This design comes from an exercise in tuning for small area on the open sky130 flow, not from production work. Function was checked by simulation only, so behaviour that the tests miss may differ from the original. No activity file was given, so power comes from the tool's default toggle rates.

==> flow/design.v, too long to show whole: its modules and the start of the top module <==
// module delay_line: 17 lines
// module elem_decomp: 907 lines
// module decomp_ctrl: 59 lines
// module decomp_unit: 51 lines
module decomp_unit (
  input  wire logic                  clk,
  input  wire logic                  arst_n,
  input  wire logic                  cfg_load,
  input  wire logic [CFG_W-1:0]      cfg,
  input  wire logic                  in_valid,
  input  wire logic                  in_last,
  input  wire logic [COEFF_W-1:0]    coeff,
  output logic                       out_valid,
  output logic                       out_last,
  output logic      [BUNDLE_W-1:0]   out,
  output logic                       cfg_busy,
  output logic                       cfg_reject
);
  // ...
==> flow/flow/run.sh <==
#!/bin/bash
# Own layout flow: the standard synthesis and ORFS flow, with three changes:
#  - ports are buffered with sky130_fd_sc_hd__buf_1 instead of the delay buffer
#    buffer_ports picks by default,
#  - CTS uses clkbuf_8 with larger sink clusters and inserts no dummy clock loads,
#  - constant-0 output ports share tie cells in small groups of neighbouring pins
#    (flow/share_ties.tcl, run before global placement).
# Each tool's output goes to a log of its own in this folder; ORFS keeps its
# per-step logs under orfs/logs.
set -euo pipefail
here=$(pwd)
export PRE_GLOBAL_PLACE_TCL="$here/flow/share_ties.tcl"
export TIE_GROUP=${TIE_GROUP:-20}
export BUFFER_PORTS_ARGS="-buffer_cell sky130_fd_sc_hd__buf_1"
export CTS_ARGS="-sink_clustering_enable -repair_clock_nets -dont_use_dummy_load -buf_list sky130_fd_sc_hd__clkbuf_8 -sink_clustering_size 20 -sink_clustering_max_diameter 45"
bash standard.sh synth > "$here/synth.log" 2>&1
bash standard.sh > "$here/layout.log" 2>&1
==> flow/flow/share_ties.tcl <==
# Let neighbouring constant-0 output ports share one tie cell.
# Each such port is driven by a tie of its own after floorplan (through the
# buffer that synthesis put in front of each port); the buffers are removed
# first, as global placement would do anyway, then the ports are sorted along
# the die edge and each run of TIE_GROUP ports keeps only its first tie.
remove_buffers
set block [ord::get_db_block]
set die [$block getDieArea]
set W [$die dx]
set H [$die dy]
set cands {}
foreach inst [$block getInsts] {
  if {[[$inst getMaster] getName] ne "sky130_fd_sc_hd__conb_1"} { continue }
  set lo [$inst findITerm LO]
  set hi [$inst findITerm HI]
  if {$lo eq "NULL" || [$lo getNet] eq "NULL"} { continue }
  if {$hi ne "NULL" && [$hi getNet] ne "NULL"} { continue }
  set net [$lo getNet]
  set bts [$net getBTerms]
  if {[llength $bts] != 1 || [llength [$net getITerms]] != 1} { continue }
  set bt [lindex $bts 0]
  if {[$bt getIoType] ne "OUTPUT"} { continue }
  set bb [$bt getBBox]
  set x [expr {([$bb xMin] + [$bb xMax]) / 2}]
  set y [expr {([$bb yMin] + [$bb yMax]) / 2}]
  # position along the die edge, counter-clockwise from the lower left corner
  if {$y <= 0 + 2000} {
    set p $x
  } elseif {$x >= $W - 2000} {
    set p [expr {$W + $y}]
  } elseif {$y >= $H - 2000} {
    set p [expr {$W + $H + ($W - $x)}]
  } else {
    set p [expr {2 * $W + $H + ($H - $y)}]
  }
  lappend cands [list $p $inst $net $bt]
}
set cands [lsort -real -index 0 $cands]
set k 0
set keep ""
set shared 0
foreach c $cands {
  lassign $c p inst net bt
  if {$k % $::env(TIE_GROUP) == 0} {
    set keep $net
  } else {
    $bt disconnect
    $bt connect $keep
    odb::dbInst_destroy $inst
    odb::dbNet_destroy $net
    incr shared
  }
  incr k
}
puts "share_ties: [llength $cands] constant ports, $shared ties removed"
==> flow/standard.sh <==
#!/bin/bash
# synth_recipe.tcl (not shown) runs the flow's synth.tcl, then flattens the netlist and writes it again
# the make line also repeats each setting of config.mk as NAME=value (left out here)
make -C /OpenROAD-flow-scripts/flow DESIGN_CONFIG=/design/flow/config.mk WORK_HOME=/design/flow/orfs CLKGATE_MAP_FILE= SYNTH_SCRIPT=/design/flow/synth_recipe.tcl "${@:-finish}"
==> flow/config.mk <==
export PLATFORM = sky130hd
export DESIGN_NAME = decomp_unit
export DESIGN_NICKNAME = decomp_unit
export VERILOG_FILES = /design/flow/design.v
export SDC_FILE = /design/flow/constraint.sdc
export NUM_CORES = 4
export LEC_CHECK = 0
export CAP_MARGIN = 20
export CORE_MARGIN = 2
export CORE_UTILIZATION = 62
export GPL_TIMING_DRIVEN = 0
export SETUP_SLACK_MARGIN = 0.05
export SLEW_MARGIN = 20
==> flow/constraint.sdc <==
create_clock -name core_clock -period 4.0 [get_ports {clk}]
set_input_delay 0.8000 -clock core_clock [delete_from_list [all_inputs] [get_ports {clk}]]
set_output_delay 0.8000 -clock core_clock [all_outputs]
set_load 0.01 [all_outputs]
==> results.py, run 1 <==
metrics = {
    "yosys": {
        "synth-compound-area-share_pct": 20.3,
        "synth_fa_ha_area_share_pct": 0.205,
        "async_flop_share_pct": 4.07,
        "synth_warnings": 4,
        "synth_top_cells_by_count": "dfxtp_1, o22ai_1, buf_4, nor2_1, clkbuf_1",
        "synth_top_area_cell": "dfxtp_1",
        "synth_area_leaders": "dfxtp_1, buf_4, o22ai_1, nor2_1, dfrtp_1",
    },
    "power": {
        "powerDensity_nw_per_um2": 488,
        "switchingPower_uw": 1610,
        "clock_power_uw": 1490,
        "p_leak_uw": 0.00480,
    },
    "status": {
        "status": "complete, no violations",
    },
    "clocking": {
        "cts_made_buffers": 25,
    },
    "cells_and_area": {
        "final_area_um2": 12400,
        "largest_register": "u_coeff_dly.stage",
        "clkbuf_count": 25,
        "syn_to_final_growth_pct": 1.30,
        "largest_reg_flops": 320,
        "n_all_inverters": 13,
        "area_share_nonclk_buffers_pct": 7.29,
    },
    "timing": {
        "fin_skew_ps": 62.2,
        "period_needed_ps": 3850,
        "tightest_slew_ps": 942,
    },
    "worst_setup_path": {
        "r2r-start": "u_ctrl.vld[0]$_DFF_PN0_",
        "path_buf_inv": 1,
        "endpoint": "out[141]",
        "required_ps": 3200,
        "max_stage_delay_ps": 860,
        "critPathSlowestCell": "dfstp_4",
        "cp_top_family": "compound AO/OA/AOI/OAI gates",
        "crit_type": "reg -> out",
    },
    "route": {
        "dr_wl_met3_um": 4510,
    },
    "place": {
        "dpl.hpwl_um": 25800,
        "dp_cells": 1416,
    },
    "global_routing": {
        "grt_max_degree": 70,
        "antenna_found_initial": 1,
        "grtUsageMet2_pct": 47.2,
    },
    "floorplanning": {
        "die_x_um": 144,
    },
}
==> inputs of run 2 (changes only) <==
--- a/flow/flow/run.sh
+++ b/flow/flow/run.sh
@@ -10,7 +10,7 @@
 set -euo pipefail
 here=$(pwd)
 export PRE_GLOBAL_PLACE_TCL="$here/flow/share_ties.tcl"
-export TIE_GROUP=${TIE_GROUP:-20}
+export TIE_GROUP=${TIE_GROUP:-6}
 export BUFFER_PORTS_ARGS="-buffer_cell sky130_fd_sc_hd__buf_1"
 export CTS_ARGS="-sink_clustering_enable -repair_clock_nets -dont_use_dummy_load -buf_list sky130_fd_sc_hd__clkbuf_8 -sink_clustering_size 20 -sink_clustering_max_diameter 45"
 bash standard.sh synth > "$here/synth.log" 2>&1
--- a/flow/flow/share_ties.tcl
+++ b/flow/flow/share_ties.tcl
@@ -1,8 +1,9 @@
 # Let neighbouring constant-0 output ports share one tie cell.
 # Each such port is driven by a tie of its own after floorplan (through the
-# buffer that synthesis put in front of each port); the buffers are removed
-# first, as global placement would do anyway, then the ports are sorted along
-# the die edge and each run of TIE_GROUP ports keeps only its first tie.
+# buffer that synthesis put in front of each port). All buffers are removed
+# first (placement repair rebuilds what timing needs), then the ports are
+# sorted along the die edge and each run of TIE_GROUP ports keeps only its
+# first tie.
 remove_buffers
 set block [ord::get_db_block]
 set die [$block getDieArea]
--- a/flow/config.mk
+++ b/flow/config.mk
@@ -9,5 +9,5 @@
 export CORE_MARGIN = 2
 export CORE_UTILIZATION = 62
 export GPL_TIMING_DRIVEN = 0
-export SETUP_SLACK_MARGIN = 0.05
+export SETUP_SLACK_MARGIN = 0.0
 export SLEW_MARGIN = 20
==> run 2 against run 1 <==
The layout now fails its checks (setup timing). Sequential power about the same. Clock-buffer cell count shrank 1. First-iteration DRC count is 1.3% lower. Synthesized cell count unchanged. Highest routed layer is now met4. Die area is the same. Non-clock buffer count stayed put. Clock power about the same. Sequential share of layout area shrank 0.25 points. Maximum frequency shrank 5.0%. Design area up 0.44%.
==> results.py, run 2 <==
metrics = {
    "route": {
        "wl_per_cell_um": 24.0,
        "drc": 0,
        "viasPerCell": 6.34,
        "first_pass_iters": 6,
        "vias": 9275,
        "ant_nets": 0,
        "drt_iter0_drc": 1410,
        "routed_wl_um": 35200,
    },
    "global_routing": {
        "grt_pass1_wl_um": 49800,
        "track_usage_pct": 32.2,
        "gr-total-overflow": 0,
        "grt_max_degree": 75,
        "grt_pass1_vias": 8260,
        "antenna_found_initial": 1,
    },
    "worst_setup_path": {
        "endpoint": "out[199]",
        "critPathSlowestCell": "dfrtp_4",
        "critPathArrivalTime_ps": 3250,
        "r2r-start": "u_ctrl.vld[0]$_DFF_PN0_",
        "max_stage_delay_ps": 900,
        "r2r_slack_ps": 1500,
        "worstPathCellList": "nor2_1 -> o32ai_1 -> o22ai_1 -> o22a_1 -> o32ai_1 -> buf_1",
        "critical_path.max_fanout": 74,
        "cp-start-kind": "flop",
        "cpMostUsedCell": "o32ai_1",
        "endpoint_kind": "output pin",
        "r2r-end": "u_ctrl.dis_q[3]$_DFFE_PN0P_",
        "required_ps": 3200,
        "rr_worst_depth": 6,
        "crit_type": "reg -> out",
    },
    "run": {
        "maxCapViolCount": 0,
    },
    "floorplanning": {
        "die_x_um": 144,
        "die-area_um2": 20900,
        "rows": 51,
        "core_um2": 19400,
        "pin_count": 343,
        "start_util_pct": 63.0,
        "die_h_um": 144,
    },
    "place": {
        "dp_cells": 1431,
        "dpl.hpwl_um": 25400,
        "gp_congestion": 0.988,
        "pre_cts_slack_ps": 180,
        "port_buffers": 187,
    },
    "yosys": {
        "synth_top_area_cell": "dfxtp_1",
        "synth_top_cells_by_count": "dfxtp_1, o22ai_1, buf_4, nor2_1, clkbuf_1",
        "synth_edf_count": 0,
        "synth_area_leaders": "dfxtp_1, buf_4, o22ai_1, nor2_1, dfrtp_1",
        "post-synth-top-area-fraction_pct": 54.0,
        "synth_flop_cell": "dfxtp_1",
        "ys_seq_area_share_pct": 56.9,
        "synth_warnings": 4,
        "ys_seq_elements": 344,
        "async_flop_share_pct": 4.07,
        "synth.distinct_cells": 59,
        "syn_area_um2": 12200,
        "syn_avg_cell_area_um2": 10.3,
        "yosysMostFrequentCell": "dfxtp_1",
        "netlist_instances": 1187,
    },
    "cells_and_area": {
        "final_cells": 1464,
        "final_common_cell": "dfxtp_1",
        "drive_gt1_share_pct": 5.75,
        "layout_common_cells": "dfxtp_1, buf_1, o22ai_1",
        "largest_reg_flops": 320,
        "diodes": 0,
        "largest_register": "u_coeff_dly.stage",
        "final_net_count": 1282,
        "syn_to_final_growth_pct": 1.75,
        "post-route-util_pct": 64.1,
    },
    "timing": {
        "final_hold_viol_count": 0,
        "fin_ws_ps": -50.8,
        "rsz0062_at_grt": "false",
        "tightest_slew_ps": 955,
        "fin_skew_ps": 63.4,
        "finalCritPeriodShare_pct": 101,
        "report.final.slew_viol_count": 0,
        "setup_viol": 1,
        "period_needed_ps": 4050,
        "fmax_mhz": 247,
        "slew_headroom_pct": 36.2,
    },
    "status": {
        "status": "finished with violations",
        "so_faults": "setup timing",
    },
    "clocking": {
        "cts_made_buffers": 24,
        "cts.sinks": 344,
        "clk_latency_ps": 570,
        "clock-root-buffer": "clkbuf_8",
        "clk_path_buf_depth": 3,
        "htree_num_levels": 1,
        "cts_tree": "built",
        "clk_pin_slew_worst_paths_ps": 110,
    },
    "power": {
        "ir_drop_mv": 0.504,
        "p_leak_uw": 0.00485,
        "powerDensity_nw_per_um2": 483,
    },
    "worst_hold_path": {
        "hold_path_class": "reg -> reg",
        "min-delay-start": "u_coeff_dly.stage[56]$_DFF_P_",
    },
}
[run 2: cell counts after synthesis]
Identical to the previous run, type by type.
[run 2: metal layers]
layer	part of all wire (%)	GRT usage [%]	vias up
met2	42	47.9	790
met5	0	0	-
met1	41	46.6	4304
met4	3.4	9.30	0
met3	14	8.08	105
li1	-	-	4076
[run 2: metrics by stage]
| step | power (uW) | hold WS, ps | setup TNS (ps) | area (um^2) |
|---|---|---|---|---|
| after global placement | 4560 | 309 | -117790 | 11800 |
| final | 6010 | 262 | -50.8 | 12400 |
| after detailed placement | 4580 | 312 | 0 | 12000 |
| after global routing | 6240 | 239 | 0 | 12400 |
| after floorplan | 4390 | 310 | 0 | 12800 |
| after CTS | 6010 | 239 | 0 | 12400 |
[run 2: repair_timing]
action / CTS / global route
endpoints found under the setup margin: 53 / 25
cloned: 2 / 0
setup buffers: 2 / 4
resized for setup: 4 / 4
hold buffers: 0 / 0
[run 2: kinds of logic (layout without fill, tap and decap cells)]
| kind of cell | count (synthesis) | in the layout | synth area share [%] |
|---|---|---|---|
| xor+xnor | 3 | 3 | 0.215 |
| flops | 344 | 344 | 56.9 |
| simple gates | 221 | 221 | 8.41 |
| mux | 13 | 13 | 1.27 |
| fa+ha+maj | 2 | 2 | 0.205 |
| buf+inv | 249 | 236 | 12.7 |
| other cells | 1 | 26 | 0.0307 |
| compound gates | 354 | 354 | 20.3 |
[run 2: critical path, delay by kind of cell, from the launching register on]
| family | cells | cell delay (ps) |
|---|---|---|
| and+or+nand+nor | 1 | 150 |
| DFF | 1 | 900 |
| buffers and inverters | 1 | 210 |
| AOI/OAI and AO/OA | 4 | 1430 |
[run 2: report_power, final]
part	leakage [uW]	internal, uW	switching (uW)	total, uW
logic	0.00172	269	556	825
clock network	0.000173	538	918	1460
registers	0.00296	3610	126	3730
[run 2: area by class of cell]
class,instances,area [um^2]
Timing Repair inverter,2,12.5
Sequential cell,344,6980
Clock buffer,24,330
Fill cell,1617,6960
Multi-Input combinational cell,619,3830
Tap cell,265,332
Inverter,12,53.8
Timing Repair Buffer,198,903
[run 2: worst min-delay path by stage]
stage | to | depth (start not counted)
after floorplan | u_coeff_dly.stage[100]$_DFF_P_ | 0
after global placement | u_coeff_dly.stage[86]$_DFF_P_ | 0
after detailed placement | u_coeff_dly.stage[116]$_DFF_P_ | 0
after CTS | u_coeff_dly.stage[120]$_DFF_P_ | 0
after global routing | u_coeff_dly.stage[120]$_DFF_P_ | 0
final | u_coeff_dly.stage[120]$_DFF_P_ | 0
==> inputs of run 3 (changes only) <==
--- a/flow/config.mk
+++ b/flow/config.mk
@@ -9,5 +9,5 @@
 export CORE_MARGIN = 2
 export CORE_UTILIZATION = 62
 export GPL_TIMING_DRIVEN = 0
-export SETUP_SLACK_MARGIN = 0.0
+export SETUP_SLACK_MARGIN = 0.05
 export SLEW_MARGIN = 20
==> run 3 against run 2 <==
Now clean on timing, DRC and antenna. Critical endpoint is now out[150]. Flip-flop and latch count unchanged. Combinational power is 0.8% higher. Design area is 0.18% higher. Hold slack worse by 3.2 ps.
==> results.py, run 3 <==
metrics = {
    "route": {
        "routed_wl_um": 35500,
        "wl_per_cell_um": 24.2,
        "drt_iter0_drc": 1419,
        "vias": 9324,
        "viasPerCell": 6.36,
        "ant_nets": 0,
        "first_pass_iters": 9,
        "drc": 0,
    },
    "cells_and_area": {
        "final_net_count": 1284,
        "layout_common_cells": "dfxtp_1, buf_1, o22ai_1",
        "final_area_um2": 12500,
        "drive_gt1_share_pct": 5.83,
        "syn_to_final_growth_pct": 1.93,
        "final_common_cell": "dfxtp_1",
        "largest_reg_flops": 320,
        "post-route-util_pct": 64.2,
        "n_fill_cell": 1612,
        "largest_register": "u_coeff_dly.stage",
    },
    "timing": {
        "finalCritPeriodShare_pct": 98.2,
        "fin_ws_ps": 72.0,
        "fin_tns_setup_ps": 0,
        "final_hold_viol_count": 0,
        "fmax_mhz": 255,
        "tightest_slew_ps": 952,
        "report.final.slew_viol_count": 0,
        "rsz0062_at_grt": "false",
        "period_needed_ps": 3930,
        "setup_viol": 0,
        "fin_skew_ps": 67.2,
        "slew_headroom_pct": 36.2,
    },
    "global_routing": {
        "gr-total-overflow": 0,
        "grt_max_degree": 75,
        "grt_pass1_vias": 8260,
        "track_usage_pct": 32.2,
        "grt_pass1_wl_um": 49800,
        "antenna_found_initial": 1,
    },
    "clocking": {
        "htree_num_levels": 1,
        "clk_path_buf_depth": 3,
        "cts_made_buffers": 24,
        "hold_buffers": 0,
        "clock-root-buffer": "clkbuf_8",
        "clk_latency_ps": 570,
        "clk_pin_slew_worst_paths_ps": 110,
        "cts_tree": "built",
        "cts.sinks": 344,
    },
    "worst_setup_path": {
        "max_stage_delay_ps": 640,
        "crit_type": "reg -> out",
        "cp-start-kind": "flop",
        "required_ps": 3200,
        "path_buf_inv": 2,
        "critical_path.max_fanout": 34,
        "cpMostUsedCell": "o21ai_0",
        "worstPathCellList": "clkinv_2 -> nand2_1 -> o21ai_0 -> nand2b_1 -> o21ai_0 -> buf_1",
        "cp_top_family": "compound AO/OA/AOI/OAI gates",
        "critPathArrivalTime_ps": 3130,
        "endpoint_kind": "output pin",
        "critPathSlowestCell": "dfxtp_4",
    },
    "power": {
        "ir_drop_mv": 0.504,
        "fin_total_pwr_uw": 6020,
        "powerDensity_nw_per_um2": 483,
        "p_leak_uw": 0.00486,
    },
    "yosys": {
        "synth_fa_ha_area_share_pct": 0.205,
        "async_flop_share_pct": 4.07,
        "ys_seq_area_share_pct": 56.9,
        "synth_top_family_by_area": "compound AO/OA/AOI/OAI gates",
        "ys_seq_elements": 344,
        "synth_flop_cell": "dfxtp_1",
        "synth.area.mux_share_pct": 1.27,
        "synth.distinct_cells": 59,
        "synth-compound-area-share_pct": 20.3,
        "syn_avg_cell_area_um2": 10.3,
        "yosysMostFrequentCell": "dfxtp_1",
        "netlist_instances": 1187,
        "synthXorXnorAreaFrac_pct": 0.215,
        "synth_top_cells_by_count": "dfxtp_1, o22ai_1, buf_4, nor2_1, clkbuf_1",
        "post-synth-top-area-fraction_pct": 54.0,
        "synth_warnings": 4,
        "synth_edf_count": 0,
        "synth-simple-area-share_pct": 8.41,
        "synth_area_leaders": "dfxtp_1, buf_4, o22ai_1, nor2_1, dfrtp_1",
        "synth_top_area_cell": "dfxtp_1",
        "syn_area_um2": 12200,
    },
    "place": {
        "place_area_um2": 12000,
        "pre_cts_slack_ps": 180,
        "dpl.hpwl_um": 25400,
        "gp_congestion": 0.988,
        "port_buffers": 187,
    },
    "worst_hold_path": {
        "hold_path_class": "reg -> reg",
    },
    "run": {
        "maxCapViolCount": 0,
    },
    "floorplanning": {
        "start_util_pct": 63.0,
        "die-area_um2": 20900,
        "core_um2": 19400,
        "die_h_um": 144,
        "pin_count": 343,
        "rows": 51,
        "die_x_um": 144,
    },
    "status": {
        "status": "complete, no violations",
    },
}
==> run 3: routing by layer <==
layer | up-vias | share of wire, % | global-route usage, %
met5 | - | 0 | 0
met2 | 820 | 42 | 47.9
met3 | 107 | 14 | 8.08
met4 | 0 | 3.4 | 9.30
met1 | 4322 | 40 | 46.6
li1 | 4075 | - | -
==> run 3: layout make-up <==
| cell class | count | area (um^2) | area share, % |
|---|---|---|---|
| inverter | 12 | 53.8 | 0.432 |
| tap | 265 | 332 | 2.66 |
| sequential | 344 | 6980 | 56.0 |
| clock buffer | 24 | 330 | 2.65 |
| timing repair inverter | 2 | 12.5 | 0.100 |
| antenna | 1 | 2.50 | 0.0201 |
| timing repair buffer | 200 | 931 | 7.47 |
| multi-input combinational | 619 | 3820 | 30.6 |
==> run 3: through the flow <==
stage / hold WS [ps] / std cells
after global routing: 239 / 1466
after global placement: 309 / 1427
after detailed placement: 312 / 1431
after CTS: 239 / 1459
after floorplan: 310 / 1341
final: 259 / 1467
==> run 3: power breakdown <==
part	switching [uW]	total [uW]	internal (uW)
Clock	917	1450	538
Sequential	123	3730	3610
Combinational	562	832	271
==> run 3: logic make-up after synthesis <==
| logic type | count (synthesis) |
|---|---|
| AO/OA/AOI/OAI | 354 |
| flip-flops | 344 |
| adder cells (fa/ha/maj) | 2 |
| AND/OR/NAND/NOR | 221 |
| XOR/XNOR | 3 |
| buffers and inverters | 249 |
| other | 1 |
| multiplexers | 13 |
==> run 3: worst paths after layout <==
kind                                                     from                             end  slack [ps]  cells past startpoint
worst max-delay path                  u_ctrl.tm1_q[1]$_DFF_P_                        out[150]          70                      6
worst min-delay path            u_coeff_dly.stage[56]$_DFF_P_  u_coeff_dly.stage[120]$_DFF_P_         260                      0
worst max register to register        u_ctrl.vld[0]$_DFF_PN0_     u_ctrl.dis_q[3]$_DFFE_PN0P_        1480                      6
worst min register to register  u_coeff_dly.stage[56]$_DFF_P_  u_coeff_dly.stage[120]$_DFF_P_         260                      0
max in group asynchronous                              arst_n                       async pin        3050                      1
min in group asynchronous                              arst_n     u_ctrl.dis_q[2]$_DFFE_PN0P_         320                      1
==> run 3: what timing repair did <==
| item | 4_1_cts | 5_1_grt |
|---|---|---|
| buffers inserted | 2 | 6 |
| endpoints found under the setup margin | 57 | 34 |
| pin swaps | 0 | 0 |
| cloned | 2 | 0 |
| resized for setup | 4 | 2 |
==> inputs of run 4 (changes only) <==
--- a/flow/config.mk
+++ b/flow/config.mk
@@ -9,5 +9,6 @@
 export CORE_MARGIN = 2
 export CORE_UTILIZATION = 62
 export GPL_TIMING_DRIVEN = 0
+export PLACE_DENSITY = 0.75
 export SETUP_SLACK_MARGIN = 0.05
 export SLEW_MARGIN = 20
==> run 4 against run 3 <==
Critical path depth is 1 higher. Register-to-register slack better by 100 ps. Clock power hardly changed. Via count is 0.45% lower. Sequential share of layout area hardly changed. Combinational power hardly changed. Highest routed layer is now met5.
==> results.py, run 4 <==
metrics = {
    "route": {
        "routed_wl_um": 35000,
        "first_pass_iters": 6,
        "ant_nets": 0,
        "vias": 9282,
        "viasPerCell": 6.33,
        "drt_iter0_drc": 1345,
        "drc": 0,
        "wl_per_cell_um": 23.9,
    },
    "place": {
        "port_buffers": 187,
        "place_area_um2": 12000,
        "dpl.hpwl_um": 25000,
        "gp_congestion": 1.05,
        "pre_cts_slack_ps": 40.7,
        "dp_cells": 1432,
    },
    "timing": {
        "report.final.slew_viol_count": 0,
        "period_needed_ps": 3900,
        "slew_headroom_pct": 32.8,
        "rsz0062_at_grt": "false",
        "final_hold_viol_count": 0,
        "setup_viol": 0,
        "fin_tns_setup_ps": 0,
        "fin_skew_ps": 52.7,
        "tightest_slew_ps": 1010,
        "finalCritPeriodShare_pct": 97.6,
        "fin_ws_ps": 96.3,
        "fmax_mhz": 256,
    },
    "power": {
        "switchingPower_uw": 1600,
        "fin_total_pwr_uw": 6030,
        "p_seq_share_pct": 61.8,
        "p_int_uw": 4440,
        "clock_power_share_pct": 24.4,
        "powerDensity_nw_per_um2": 484,
        "ir_drop_mv": 0.414,
        "p_leak_uw": 0.00487,
        "p_sw_share_pct": 26.5,
        "p_comb_share_pct": 13.7,
    },
    "worst_setup_path": {
        "critPathArrivalTime_ps": 3100,
        "required_ps": 3200,
        "worstPathCellList": "clkinvlp_4 -> and2_1 -> o2bb2ai_1 -> o22a_1 -> nand3_1 -> a21oi_1 -> buf_1",
        "cp-start-kind": "flop",
        "r2r_slack_ps": 1580,
        "crit_type": "reg -> out",
        "max_stage_delay_ps": 630,
        "critical_path.max_fanout": 38,
        "critPathSlowestCell": "dfxtp_4",
        "endpoint_kind": "output pin",
    },
    "yosys": {
        "synth_top_area_cell": "dfxtp_1",
        "post-synth-top-area-fraction_pct": 54.0,
        "synthXorXnorAreaFrac_pct": 0.215,
        "ys_seq_area_share_pct": 56.9,
        "ys_seq_elements": 344,
        "synth-compound-area-share_pct": 20.3,
        "synth_area_leaders": "dfxtp_1, buf_4, o22ai_1, nor2_1, dfrtp_1",
        "yosysMostFrequentCell": "dfxtp_1",
        "synth_warnings": 4,
        "synth.distinct_cells": 59,
        "synth-simple-area-share_pct": 8.41,
        "synth.area.mux_share_pct": 1.27,
        "netlist_instances": 1187,
        "syn_area_um2": 12200,
        "synth_flop_cell": "dfxtp_1",
        "synth_top_family_by_area": "compound AO/OA/AOI/OAI gates",
        "async_flop_share_pct": 4.07,
        "syn_avg_cell_area_um2": 10.3,
        "synth_fa_ha_area_share_pct": 0.205,
        "synth_edf_count": 0,
        "synth_top_cells_by_count": "dfxtp_1, o22ai_1, buf_4, nor2_1, clkbuf_1",
    },
    "cells_and_area": {
        "largest_reg_flops": 320,
        "multi_input_area_um2": 3820,
        "diodes": 0,
        "final_area_um2": 12500,
        "drive_gt1_share_pct": 5.99,
        "register_area_um2": 6980,
        "n_fill_cell": 1635,
        "layout_common_cells": "dfxtp_1, buf_1, o22ai_1",
        "largest_register": "u_coeff_dly.stage",
        "final_common_cell": "dfxtp_1",
        "final_cells": 1467,
        "final_net_count": 1285,
        "syn_to_final_growth_pct": 2.01,
    },
    "status": {
        "status": "complete, no violations",
    },
    "global_routing": {
        "track_usage_pct": 31.8,
        "gr-total-overflow": 0,
        "antenna_found_initial": 0,
        "grt_max_degree": 75,
        "grt_pass1_vias": 8258,
        "grt_pass1_wl_um": 49000,
    },
    "clocking": {
        "cts_tree": "built",
        "hold_buffers": 0,
        "cts_made_buffers": 25,
        "clock-root-buffer": "clkbuf_8",
        "htree_num_levels": 1,
        "cts.sinks": 344,
        "clk_latency_ps": 570,
        "clk_path_buf_depth": 3,
        "clk_pin_slew_worst_paths_ps": 90,
    },
    "floorplanning": {
        "start_util_pct": 63.0,
        "die_x_um": 144,
        "core_um2": 19400,
        "die-area_um2": 20900,
        "rows": 51,
        "pin_count": 343,
        "die_h_um": 144,
    },
    "worst_hold_path": {
        "hold_path_class": "reg -> reg",
    },
    "run": {
        "maxCapViolCount": 0,
    },
}
[run 4: final timing paths]
path,cells after the start,endpoint,from
worst max-delay path,7,out[93],u_ctrl.tm1_q[3]$_DFF_P_
worst min-delay path,0,u_coeff_dly.stage[319]$_DFF_P_,u_coeff_dly.stage[255]$_DFF_P_
worst max register to register,6,u_ctrl.dis_q[3]$_DFFE_PN0P_,u_ctrl.vld[0]$_DFF_PN0_
worst min register to register,0,u_coeff_dly.stage[319]$_DFF_P_,u_coeff_dly.stage[255]$_DFF_P_
max in group asynchronous,1,async pin,arst_n
min in group asynchronous,1,async pin,arst_n
[run 4: worst max-delay path: cells and delay by family, from the launching register on]
family / cells / cell delay [ps]
AOI/OAI and AO/OA: 3 / 940
buffers and inverters: 2 / 640
DFF: 1 / 630
and+or+nand+nor: 2 / 350
[run 4: repair_timing]
| item | 4_1_cts | 5_1_grt |
|---|---|---|
| resized for setup | 7 | 2 |
| setup buffers | 2 | 5 |
| cloned | 1 | 1 |
| pin swaps | 0 | 0 |
| setup endpoints to repair | 60 | 31 |
[run 4: cell type report]
type,count,area share [%]
timing repair inverter,2,0.100
multi-input combinational,619,30.6
tap,265,2.66
inverter,12,0.431
timing repair buffer,200,7.42
clock buffer,25,2.76
sequential,344,56.0
[run 4: stage by stage]
stage / hold WS (ps) / util (%)
global route: 280 / 64.3
global placement: 310 / 61.1
finish: 273 / 64.3
floorplan: 310 / -
CTS: 270 / 63.8
detailed placement: 312 / 61.7
[run 4: layer usage]
layer  share of wire [%]  GRT usage [%]
met1                  41           43.5
met5                0.19           3.76
met4                 2.8           8.79
met3                  14           12.2
met2                  42           46.8
[run 4: cell families after synthesis]
group,after synthesis
buffers and inverters,249
AND/OR/NAND/NOR,221
multiplexers,13
flip-flops,344
AO/OA/AOI/OAI,354
other,1
XOR/XNOR,3
adder cells (fa/ha/maj),2
[run 4: power groups by stage]
stage          Sequential, uW  Combinational (uW)  Clock [uW]
6_report                 3730                 829        1470
5_1_grt                  3750                 878        1640
3_5_place_dp             3820                 759           0
3_3_place_gp             3830                 731           0
4_1_cts                  3730                 776        1520
2_1_floorplan            3730                 655           0
==> inputs of run 5 (changes only) <==
--- a/flow/config.mk
+++ b/flow/config.mk
@@ -7,8 +7,8 @@
 export LEC_CHECK = 0
 export CAP_MARGIN = 20
 export CORE_MARGIN = 2
-export CORE_UTILIZATION = 62
+export CORE_UTILIZATION = 58
 export GPL_TIMING_DRIVEN = 0
-export PLACE_DENSITY = 0.75
+export PLACE_DENSITY = 0.7
 export SETUP_SLACK_MARGIN = 0.05
 export SLEW_MARGIN = 20
==> run 5 against run 4 <==
Critical path depth rose by 2. Cell count increased by 0.95%. Synthesized cell count did not move. Global-route usage fell by 0.73 points. Sequential share of layout area decreased by 0.35 points. Hold slack better by 4.3 ps. Combinational power up 1%. Critical path type unchanged.
==> results.py, run 5 <==
metrics = {
    "timing": {
        "setup_viol": 0,
        "rsz0062_at_grt": "false",
        "period_needed_ps": 3920,
        "fin_skew_ps": 94.9,
        "slew_headroom_pct": 37.7,
        "tightest_slew_ps": 933,
        "finalCritPeriodShare_pct": 98.1,
        "fin_ws_ps": 77.6,
        "final_hold_viol_count": 0,
        "fmax_mhz": 255,
        "hold_slack_ps": 277,
        "report.final.slew_viol_count": 0,
    },
    "floorplanning": {
        "start_util_pct": 58.7,
        "pin_count": 343,
        "die_x_um": 149,
        "die_h_um": 149,
        "die-area_um2": 22300,
        "rows": 53,
        "core_um2": 20800,
    },
    "clocking": {
        "hold_buffers": 0,
        "clock-root-buffer": "clkbuf_8",
        "htree_num_levels": 1,
        "cts.sinks": 344,
        "clk_pin_slew_worst_paths_ps": 110,
        "clk_path_buf_depth": 3,
        "cts_tree": "built",
        "clk_latency_ps": 600,
        "cts_made_buffers": 27,
    },
    "worst_setup_path": {
        "endpoint_kind": "output pin",
        "required_ps": 3200,
        "r2r-start": "u_ctrl.vld[0]$_DFF_PN0_",
        "rr_worst_depth": 6,
        "crit_path_start": "u_ctrl.tm1_q[3]$_DFF_P_",
        "cp-start-kind": "flop",
        "worstPathCellList": "buf_12 -> clkinvlp_4 -> buf_12 -> and2_1 -> o2bb2ai_1 -> o22a_1 -> nand3_1 -> a21oi_1 -> buf_1",
        "critPathSlowestCell": "dfxtp_4",
        "r2r-end": "u_ctrl.dis_q[2]$_DFFE_PN0P_",
        "crit_type": "reg -> out",
        "critPathArrivalTime_ps": 3120,
        "critical_path.max_fanout": 52,
        "max_stage_delay_ps": 590,
        "r2r_slack_ps": 1620,
        "cpMostUsedCell": "buf_12",
    },
    "yosys": {
        "synth_edf_count": 0,
        "synth_warnings": 4,
        "synth_flop_cell": "dfxtp_1",
        "synth_top_area_cell": "dfxtp_1",
        "synth_area_leaders": "dfxtp_1, buf_4, o22ai_1, nor2_1, dfrtp_1",
        "synth_top_cells_by_count": "dfxtp_1, o22ai_1, buf_4, nor2_1, clkbuf_1",
        "syn_area_um2": 12200,
        "synth.distinct_cells": 59,
        "netlist_instances": 1187,
        "ys_seq_elements": 344,
        "yosysMostFrequentCell": "dfxtp_1",
        "post-synth-top-area-fraction_pct": 54.0,
        "syn_avg_cell_area_um2": 10.3,
        "async_flop_share_pct": 4.07,
        "ys_seq_area_share_pct": 56.9,
    },
    "global_routing": {
        "grt_pass1_vias": 8180,
        "use_met1_pct": 46.1,
        "grt_pass1_wl_um": 51500,
        "antenna_found_initial": 0,
        "grt_util_met3_pct": 7.37,
        "grt_most_used_layer": "met2",
        "gr-total-overflow": 0,
        "grtUsageMet2_pct": 46.2,
        "track_usage_pct": 31.0,
        "grt_max_degree": 64,
    },
    "cells_and_area": {
        "final_area_um2": 12500,
        "layout_common_cells": "dfxtp_1, buf_1, o22ai_1",
        "final_common_cell": "dfxtp_1",
        "largest_register": "u_coeff_dly.stage",
        "largest_reg_flops": 320,
        "final_net_count": 1289,
        "diodes": 0,
        "syn_to_final_growth_pct": 2.64,
        "drive_gt1_share_pct": 6.63,
        "final_cells": 1481,
        "post-route-util_pct": 60.3,
        "n_fill_cell": 1816,
    },
    "route": {
        "drc": 0,
        "wl_per_cell_um": 24.4,
        "viasPerCell": 6.20,
        "routed_wl_um": 36200,
        "first_pass_iters": 6,
        "vias": 9181,
        "drt_iter0_drc": 1340,
        "ant_nets": 0,
    },
    "place": {
        "gp_congestion": 0.984,
        "pre_cts_slack_ps": 281,
        "dpl.hpwl_um": 26100,
        "dp_cells": 1442,
        "place_area_um2": 12000,
        "port_buffers": 187,
    },
    "worst_hold_path": {
        "whs_endpoint": "u_coeff_dly.stage[20]$_DFF_P_",
        "min-delay-start": "coeff[20]",
        "hold_path_depth": 1,
        "hold_path_class": "in -> reg",
    },
    "power": {
        "ir_drop_mv": 0.496,
        "p_leak_uw": 0.00489,
        "powerDensity_nw_per_um2": 488,
    },
    "run": {
        "maxCapViolCount": 0,
    },
    "status": {
        "status": "complete, no violations",
    },
}
-- run 5: final cells by class --
| class | count | area [um^2] | share of cell area [%] |
|---|---|---|---|
| repair buffers | 202 | 938 | 7.48 |
| flip-flops and latches | 344 | 6980 | 55.6 |
| inverters | 12 | 56.3 | 0.449 |
| well taps | 275 | 344 | 2.74 |
| multi-input cells | 619 | 3840 | 30.6 |
| repair inverters | 2 | 12.5 | 0.0997 |
| clock buffers | 27 | 372 | 2.96 |
-- run 5: cell families after synthesis --
group                    share of synthesized area, %
XOR/XNOR                                        0.215
AO/OA/AOI/OAI                                    20.3
adder cells (fa/ha/maj)                         0.205
other                                          0.0307
AND/OR/NAND/NOR                                  8.41
multiplexers                                     1.27
buffers and inverters                            12.7
flip-flops                                       56.9
-- run 5: through the flow --
| stage | setup TNS, ps | power [uW] |
|---|---|---|
| final | 0 | 6120 |
| after global routing | 0 | 6360 |
| after CTS | 0 | 6130 |
| after detailed placement | 0 | 4590 |
| after global placement | -119710 | 4570 |
| after floorplan | 0 | 4390 |
-- run 5: layer usage --
layer	share of wire, %	up-vias
li1	-	4092
met1	43	4308
met2	42	705
met3	13	76
met4	2.3	0
met5	0	-
-- run 5: worst max-delay path by stage --
stage                to  cells after the start
4_1_cts        out[210]                      6
3_5_place_dp   out[150]                      6
2_1_floorplan  out[141]                      7
5_1_grt        out[139]                      9
3_3_place_gp    out[68]                      7
6_report        out[93]                      9
-- run 5: timing repair --
action,4_1_cts,5_1_grt
resized for setup,5,7
buffers inserted,2,7
endpoints found under the setup margin,57,37
hold endpoints to repair,0,0
cloned,2,0
-- run 5: critical path, delay by kind of cell (launching register included) --
| family | cells | cell delay, ps |
|---|---|---|
| buffers and inverters | 4 | 830 |
| DFF | 1 | 590 |
| and+or+nand+nor | 2 | 250 |
| AOI/OAI and AO/OA | 3 | 870 |
-- run 5: power breakdown --
group | internal (uW) | switching (uW)
combinational | 273 | 568
sequential | 3610 | 120
clock | 598 | 952
==> inputs of run 6 (changes only) <==
--- a/flow/flow/run.sh
+++ b/flow/flow/run.sh
@@ -12,6 +12,6 @@
 export PRE_GLOBAL_PLACE_TCL="$here/flow/share_ties.tcl"
 export TIE_GROUP=${TIE_GROUP:-6}
 export BUFFER_PORTS_ARGS="-buffer_cell sky130_fd_sc_hd__buf_1"
-export CTS_ARGS="-sink_clustering_enable -repair_clock_nets -dont_use_dummy_load -buf_list sky130_fd_sc_hd__clkbuf_8 -sink_clustering_size 20 -sink_clustering_max_diameter 45"
+export CTS_ARGS="-sink_clustering_enable -repair_clock_nets -dont_use_dummy_load -buf_list sky130_fd_sc_hd__clkbuf_8 -sink_clustering_size 24 -sink_clustering_max_diameter 40"
 bash standard.sh synth > "$here/synth.log" 2>&1
 bash standard.sh > "$here/layout.log" 2>&1
--- a/flow/config.mk
+++ b/flow/config.mk
@@ -7,8 +7,7 @@
 export LEC_CHECK = 0
 export CAP_MARGIN = 20
 export CORE_MARGIN = 2
-export CORE_UTILIZATION = 58
+export CORE_UTILIZATION = 62
 export GPL_TIMING_DRIVEN = 0
-export PLACE_DENSITY = 0.7
 export SETUP_SLACK_MARGIN = 0.05
 export SLEW_MARGIN = 20
==> run 6 against run 5 <==
Still clean on timing, DRC and antenna. Non-clock buffer count shrank 1. First-iteration DRC count grew 4.0%. Largest power group unchanged. Via count grew 1.7%. Worst setup slack gained 52 ps. Cell count shrank 0.74%. Clock skew shrank 17 ps. Routed wire length shrank 1.1%. Clock-buffer cell count is the same. Global-route usage grew 1.2 points. Die area shrank 6.3%.
==> results.py, run 6 <==
metrics = {
    "cells_and_area": {
        "post-route-util_pct": 64.5,
        "final_common_cell": "dfxtp_1",
        "layout_common_cells": "dfxtp_1, buf_1, o22ai_1",
        "drive_gt1_share_pct": 6.31,
        "largest_register": "u_coeff_dly.stage",
        "syn_to_final_growth_pct": 2.34,
        "final_net_count": 1288,
        "diodes": 0,
        "largest_reg_flops": 320,
    },
    "worst_setup_path": {
        "r2r_slack_ps": 1580,
        "required_ps": 3200,
        "crit_type": "reg -> out",
        "critPathArrivalTime_ps": 3070,
        "rr_worst_depth": 6,
        "cp-start-kind": "flop",
        "crit_path_start": "u_ctrl.tm1_q[1]$_DFF_P_",
        "r2r-end": "u_ctrl.dis_q[3]$_DFFE_PN0P_",
        "endpoint_kind": "output pin",
        "endpoint": "out[210]",
        "critical_path.max_fanout": 34,
        "r2r-start": "u_ctrl.vld[0]$_DFF_PN0_",
    },
    "yosys": {
        "synth_top_area_cell": "dfxtp_1",
        "yosysMostFrequentCell": "dfxtp_1",
        "synth_flop_cell": "dfxtp_1",
        "syn_area_um2": 12200,
        "async_flop_share_pct": 4.07,
        "syn_avg_cell_area_um2": 10.3,
        "synth_area_leaders": "dfxtp_1, buf_4, o22ai_1, nor2_1, dfrtp_1",
        "netlist_instances": 1187,
        "synth_warnings": 4,
        "synth_edf_count": 0,
        "post-synth-top-area-fraction_pct": 54.0,
        "synth.distinct_cells": 59,
        "ys_seq_area_share_pct": 56.9,
        "synth_top_cells_by_count": "dfxtp_1, o22ai_1, buf_4, nor2_1, clkbuf_1",
        "ys_seq_elements": 344,
    },
    "place": {
        "gp_congestion": 0.988,
        "port_buffers": 187,
        "dpl.hpwl_um": 25400,
        "pre_cts_slack_ps": 180,
    },
    "power": {
        "p_sw_share_pct": 26.6,
        "fin_total_pwr_uw": 6100,
        "p_seq_share_pct": 61.1,
        "ir_drop_mv": 0.494,
        "p_comb_share_pct": 13.7,
        "clock_power_share_pct": 25.2,
        "p_leak_uw": 0.00489,
        "powerDensity_nw_per_um2": 488,
        "switchingPower_uw": 1620,
        "p_int_uw": 4480,
    },
    "timing": {
        "hold_slack_ps": 259,
        "slew_headroom_pct": 36.4,
        "fin_skew_ps": 77.8,
        "rsz0062_at_grt": "false",
        "final_hold_viol_count": 0,
        "period_needed_ps": 3870,
        "setup_viol": 0,
        "finalCritPeriodShare_pct": 96.8,
        "tightest_slew_ps": 950,
        "fin_ws_ps": 130,
        "fmax_mhz": 258,
        "report.final.slew_viol_count": 0,
    },
    "clocking": {
        "clk_latency_ps": 580,
        "hold_buffers": 0,
        "clk_pin_slew_worst_paths_ps": 100,
        "clock-root-buffer": "clkbuf_8",
        "htree_num_levels": 1,
        "clk_path_buf_depth": 3,
        "cts_made_buffers": 27,
        "cts_tree": "built",
        "cts.sinks": 344,
    },
    "floorplanning": {
        "start_util_pct": 63.0,
        "die_x_um": 144,
        "die-area_um2": 20900,
        "pin_count": 343,
        "core_um2": 19400,
        "rows": 51,
        "die_h_um": 144,
    },
    "route": {
        "wl_per_cell_um": 24.3,
        "routed_wl_um": 35800,
        "vias": 9341,
        "first_pass_iters": 6,
        "viasPerCell": 6.35,
        "ant_nets": 0,
        "drc": 0,
        "drt_iter0_drc": 1393,
    },
    "global_routing": {
        "track_usage_pct": 32.3,
        "grt_pass1_wl_um": 49800,
        "grt_pass1_vias": 8289,
        "antenna_found_initial": 2,
        "grt_max_degree": 75,
        "gr-total-overflow": 0,
    },
    "status": {
        "status": "complete, no violations",
    },
    "worst_hold_path": {
        "hold_path_class": "reg -> reg",
    },
    "run": {
        "maxCapViolCount": 0,
    },
}
run 6: layout make-up:
cell class / count / area [um^2]
clock buffers: 27 / 372
fillers: 1606 / 6890
inverters: 12 / 53.8
multi-input cells: 619 / 3830
flip-flops and latches: 344 / 6980
well taps: 265 / 332
repair buffers: 201 / 933
repair inverters: 2 / 12.5
run 6: cells by family (layout without fill, tap and decap cells):
group / count (synthesis) / after routing / share of synthesized area (%)
xor gates and xnor gates: 3 / 3 / 0.215
and+or+nand+nor: 221 / 221 / 8.41
other: 1 / 26 / 0.0307
adders and majority gates: 2 / 2 / 0.205
AOI/OAI and AO/OA: 354 / 354 / 20.3
buffers and inverters: 249 / 242 / 12.7
DFF: 344 / 344 / 56.9
muxes: 13 / 13 / 1.27
run 6: metal layers:
| metal | vias up | global-route usage (%) | part of all wire (%) |
|---|---|---|---|
| li1 | 4099 | - | - |
| met1 | 4315 | 45.9 | 40 |
| met2 | 802 | 48.2 | 42 |
| met3 | 123 | 9.34 | 14 |
| met4 | 2 | 9.20 | 3.7 |
| met5 | - | 0 | 0.034 |
run 6: worst min path at each step:
stage / startpoint / endpoint / cells after the start
2_1_floorplan: u_coeff_dly.stage[36]$_DFF_P_ / u_coeff_dly.stage[100]$_DFF_P_ / 0
6_report: u_coeff_dly.stage[148]$_DFF_P_ / u_coeff_dly.stage[212]$_DFF_P_ / 0
3_3_place_gp: u_coeff_dly.stage[22]$_DFF_P_ / u_coeff_dly.stage[86]$_DFF_P_ / 0
4_1_cts: u_coeff_dly.stage[148]$_DFF_P_ / u_coeff_dly.stage[212]$_DFF_P_ / 0
3_5_place_dp: u_coeff_dly.stage[52]$_DFF_P_ / u_coeff_dly.stage[116]$_DFF_P_ / 0
5_1_grt: u_coeff_dly.stage[148]$_DFF_P_ / u_coeff_dly.stage[212]$_DFF_P_ / 0
run 6: stage by stage:
step                cells  TNS, ps  area, um^2
finish               1470        0       12500
global route         1470        0       12500
CTS                  1463        0       12400
detailed placement   1431        0       12000
global placement     1427  -117790       11800
floorplan            1341        0       12800
run 6: power groups by stage:
| stage | clock network, uW | logic, uW | registers, uW |
|---|---|---|---|
| after CTS | 1570 | 786 | 3730 |
| after global placement | 0 | 734 | 3830 |
| after detailed placement | 0 | 761 | 3820 |
| after floorplan | 0 | 655 | 3730 |
| after global routing | 1690 | 883 | 3750 |
| final | 1540 | 836 | 3730 |
run 6: timing repair:
item,CTS,global route
gates cloned,2,0
endpoints found under the setup margin,60,19
resized for setup,7,1
pin swaps,0,0
setup buffers,3,6
run 6: worst max-delay path, stage by stage, from the launching register on:
cell      delay [ps]
dfxtp_4          620
clkinv_2         370
nor2_2           380
a21oi_1          310
or2_2            390
o22ai_1          280
buf_1            190

## what the ideal ports hide
Ports are ideal in the flow. The routed layouts listed here were re-timed in OpenROAD. Step 1, drivers: a clkbuf_16 drives clk and a buf_2 each remaining input, both assumed. Step 2 times the ports against the registers' clock, not the clock port: input delays grow and output delays shrink by t, the midpoint of the rising clock arrivals with the driver on. a / b / c = ideal ports / drivers / drivers and shift; a / b = the first two.
| run | t, ns | setup slack, ns | hold WS [ns] | latest minus earliest clock arrival (ns) |
|---|---|---|---|---|
| run 1 | 0.560 | 0.151 / 0.118 / 0.678 | 0.295 / 0.295 / 0.295 | 0.081 / 0.080 |
| run 2 | 0.559 | -0.051 / -0.082 / 0.477 | 0.262 / 0.262 / 0.262 | 0.084 / 0.085 |
| run 3 | 0.561 | 0.072 / 0.040 / 0.601 | 0.259 / 0.259 / 0.259 | 0.087 / 0.087 |
| run 4 | 0.582 | 0.096 / 0.053 / 0.635 | 0.273 / 0.264 / 0.273 | 0.063 / 0.063 |
| run 5 | 0.594 | 0.078 / 0.035 / 0.629 | 0.277 / 0.261 / 0.289 | 0.107 / 0.107 |
| run 6 | 0.581 | 0.130 / 0.098 / 0.679 | 0.259 / 0.259 / 0.259 | 0.103 / 0.103 |
